This design comes from an exercise in tuning for small area and few clock cycles per item on the open sky130 flow, not from production work.
In this exercise RTL edits were held to simulation tests only and were not proved equivalent to the original.

==> violet <==
// letterbox_scaler_address_generator
module letterbox_scaler_address_generator (
  input  logic        clk_i,
  input  logic        rst_ni,
  input  logic        psel,
  input  logic        penable,
  input  logic        pwrite,
  input  logic [4:0]  paddr,
  input  logic [31:0] pwdata,
  output logic [31:0] prdata,
  output logic        pready,
  input  logic        in_valid_i,
  output logic        in_ready_o,
  input  logic [8:0]  screen_x_i,
  input  logic [8:0]  screen_y_i,
  output logic        out_valid_o,
  input  logic        out_ready_i,
  output logic        coord_ok_o,
  output logic        shows_image_o,
  output logic [17:0] frame_index_o,
  output logic [11:0] source_x_o,
  output logic [11:0] source_y_o,
  output logic [25:0] source_byte_address_o
);
clock: 7.0 ns
lec_check: 0
cap_margin: 20
core_margin: 2
core_utilization: 40
gpl_timing_driven: 0
slew_margin: 20
run.sh (not shown) runs the stock make flow with config.mk's settings and CLKGATE_MAP_FILE= SYNTH_SCRIPT=/design/flow/synth_recipe.tcl, a recipe that flattens the netlist after the stock synthesis.
==> inputs of amber, as changes to violet <==
--- a/flow/design.v
+++ b/flow/design.v
@@ -3796,12 +3796,10 @@
   output logic [23:0] g_o
 );
   localparam logic [3:0] ST_IDLE = 4'd0;
   localparam logic [3:0] ST_PICK = 4'd1;
   localparam logic [3:0] ST_M1   = 4'd2;
-  localparam logic [3:0] ST_M2   = 4'd3;
-  localparam logic [3:0] ST_M3   = 4'd9;
   localparam logic [3:0] ST_LOAD = 4'd4;
   localparam logic [3:0] ST_DIV  = 4'd5;
   localparam logic [3:0] ST_POST = 4'd6;
   localparam logic [3:0] ST_MUL  = 4'd7;
   localparam logic [3:0] ST_DIG  = 4'd8;
@@ -3823,19 +3821,19 @@
     .ci (portrait_i),
     .neg(neg)
   );
   assign pick_c = neg ^ portrait_i ^ fill_i;
   assign eq = pick_q == portrait_i;
-  logic [12:0] den;
+  logic [12:0] den, len;
   assign den  = pick_q ? width_i : height_i;
+  assign len  = pick_q ? height_i : width_i;
   always_comb begin
     case (state_q)
       ST_PICK: op_o = 4'd10;
-      ST_M1:   op_o = eq ? 4'd6 : 4'd4;
-      ST_M2:   op_o = eq ? 4'd4 : 4'd6;
-      ST_M3:   op_o = {bpp_i, 1'b0};
-      default: op_o = 4'd6;
+      ST_M1:   op_o = eq ? 4'd4 : 4'd6;
+      ST_LOAD: op_o = eq ? 4'd6 : 4'd4;
+      default: op_o = (cnt_q == 5'd0) ? {bpp_i, 1'b0} : 4'd6;
     endcase
   end
   logic [20:0] dvd;
   assign dvd = {prod_i[16:1], 5'b0};
   logic [12:0] trial, tdiff;
@@ -3887,13 +3885,11 @@
       state_q <= ST_PICK;
       cnt_q   <= '0;
     end else begin
       case (state_q)
         ST_PICK: state_q <= ST_M1;
-        ST_M1:   state_q <= ST_M2;
-        ST_M2:   state_q <= ST_M3;
-        ST_M3:   state_q <= ST_LOAD;
+        ST_M1:   state_q <= ST_LOAD;
         ST_LOAD: begin
           state_q <= ST_DIV;
           cnt_q   <= '0;
         end
         ST_DIV: begin
@@ -3924,26 +3920,24 @@
       ST_PICK: begin
         pick_q <= pick_c;
         wb_q   <= {2'b0, pick_c ? height_i : width_i};
       end
       ST_M1: begin
-        wb_q <= {2'b0, den};
-      end
-      ST_M2: begin
         wb_q <= prod_i[15:1];
       end
-      ST_M3: begin
-        m_q  <= prod_i[14:1];
-        wb_q <= {2'b0, width_i};
-      end
       ST_LOAD: begin
+        wb_q  <= {2'b0, den};
         r_q   <= fill_i ? 14'd0 : {2'b0, dvd[20:9]};
         q_q   <= fill_i ? dvd : {12'b0, dvd[8:0]};
         dr_q  <= '0;
       end
       ST_DIV: begin
-        if (cnt_q == 5'd0) wb_q <= prod_i[15:1];
+        if (cnt_q == 5'd0) begin
+          m_q  <= prod_i[14:1];
+          wb_q <= {2'b0, width_i};
+        end
+        if (cnt_q == 5'd1) wb_q <= prod_i[15:1];
         if (cnt_q == 5'd2) wb3_q <= prod_i[16:1];
         r_q <= {2'b0, ge ? tdiff[11:0] : trial[11:0]};
         q_q <= {q_q[19:0], ge};
         if (cnt_q != 5'd0 && cnt_q < 5'd7) begin
           dr_q <= dr;
@@ -4024,25 +4018,22 @@
       digits[3*i]   = !a[2*i+1] &&  a[2*i];
       digits[3*i+1] =  a[2*i+1] && !a[2*i];
       digits[3*i+2] =  a[2*i+1] &&  a[2*i];
     end
   endfunction
-  logic v0_q, v1_q, v2_q, adv0, adv1, adv2, take;
-  assign adv2       = !v2_q || out_ready_i;
-  assign adv1       = !v1_q || adv2;
+  logic v0_q, v1_q, adv0, adv1, take;
+  assign adv1       = !v1_q || out_ready_i;
   assign adv0       = !v0_q || adv1;
   assign in_ready_o = !busy_i && adv0;
   assign take       = in_valid_i && in_ready_o;
   always_ff @(posedge clk_i or negedge rst_ni) begin
     if (!rst_ni) begin
       v0_q <= 1'b0;
       v1_q <= 1'b0;
-      v2_q <= 1'b0;
     end else begin
       if (adv0) v0_q <= take;
       if (adv1) v1_q <= v0_q;
-      if (adv2) v2_q <= v1_q;
     end
   end
   logic        ok_d, shows_d, ge_lo, lt_dr;
   logic [8:0]  row, col, cp, co;
   logic [17:0] fidx;
@@ -4106,32 +4097,18 @@
   logic [13:0] ra, rb;
   logic [25:0] addr;
   assign ra = ({14{bpp_i[0]}} & {2'b0, sx_q}) | ({14{bpp_i[2]}} & {sx_q, 2'b0});
   assign rb = {14{bpp_i[1]}} & {1'b0, sx_q, 1'b0};
   lsag_outmul u_om (.sel(syd_q), .wb(wb_i), .wb3(wb3_i), .ra(ra), .rb(rb), .p(addr));
-  logic        ok2_q, shows2_q;
-  logic [17:0] fidx2_q;
-  logic [11:0] sx2_q, sy2_q;
-  logic [25:0] addr_q;
-  always_ff @(posedge clk_i) begin
-    if (adv2) begin
-      ok2_q    <= ok1_q;
-      shows2_q <= shows1_q;
-      fidx2_q  <= fidx1_q;
-      sx2_q    <= sx_q;
-      sy2_q    <= sy_q;
-      addr_q   <= addr;
-    end
-  end
-  assign prod_o = addr_q[16:0];
-  assign out_valid_o           = v2_q;
-  assign coord_ok_o            = ok2_q;
-  assign shows_image_o         = shows2_q;
-  assign frame_index_o         = fidx2_q;
-  assign source_x_o            = sx2_q;
-  assign source_y_o            = sy2_q;
-  assign source_byte_address_o = addr_q;
+  assign prod_o = addr[16:0];
+  assign out_valid_o           = v1_q;
+  assign coord_ok_o            = ok1_q;
+  assign shows_image_o         = shows1_q;
+  assign frame_index_o         = fidx1_q;
+  assign source_x_o            = sx_q;
+  assign source_y_o            = sy_q;
+  assign source_byte_address_o = addr;
 endmodule
 module letterbox_scaler_address_generator (
   input  logic        clk_i,
   input  logic        rst_ni,
   input  logic        psel,
GPL_TIMING_DRIVEN = not set   (was 0)
PLACE_DENSITY = 0.75   (was not set)
==> summary.txt <==
violet produced a clean layout. amber ran to the end with violations: negative setup slack.
Final cell count: amber is smaller than violet (about 4%).
Of violet and amber, violet has the higher die area (gap about 7%, measured against amber).
Of violet and amber, violet has the higher register-to-register slack (gap 0.03 ns).
Against amber, the first-iteration DRC count of violet is smaller by 18%.
In violet the maximum frequency is larger than in amber, by 7.7%.
Of violet and amber, violet has the higher area after synthesis (gap 7.5%, measured against amber).
Testbench counts of violet, summed over its fixed seeds: cycles 14,016, items 12,800.
Testbench counts of amber, summed over its fixed seeds: cycles 13,920, items 12,800.

[afterwards: timing with drivers on the ports]
The results above use ideal ports. As a check the final layouts listed here were re-extracted and re-timed, cells and wires unchanged.
Step 1 sets driving cells, clkbuf_16 on the clock port and buf_2 on the other inputs (assumed; they add their load-dependent delay and slew).
Step 2 moves the port delays by t, midway between the first and last clock arrival at a register: inputs arrive t later, outputs are due t later. That takes back most of the time a late clock gives input paths.
Slacks: ideal ports / drivers / drivers and shift; pairs: ideal ports / drivers.
run | t, ns | setup WS [ns] | worst setup path after step 2 | worst data-port slew with drivers (ns)
violet | 0.623 | 0.268 / 0.268 / -0.281 | input to register | 0.07
amber | 0.620 | -0.249 / -0.307 / 0.140 | input to register | 0.04
Met with ideal ports but missed after step 2: setup timing in violet. For violet, which loses most, drivers alone change the setup slack by 0.000 ns; drivers and shift together by -0.549 ns.
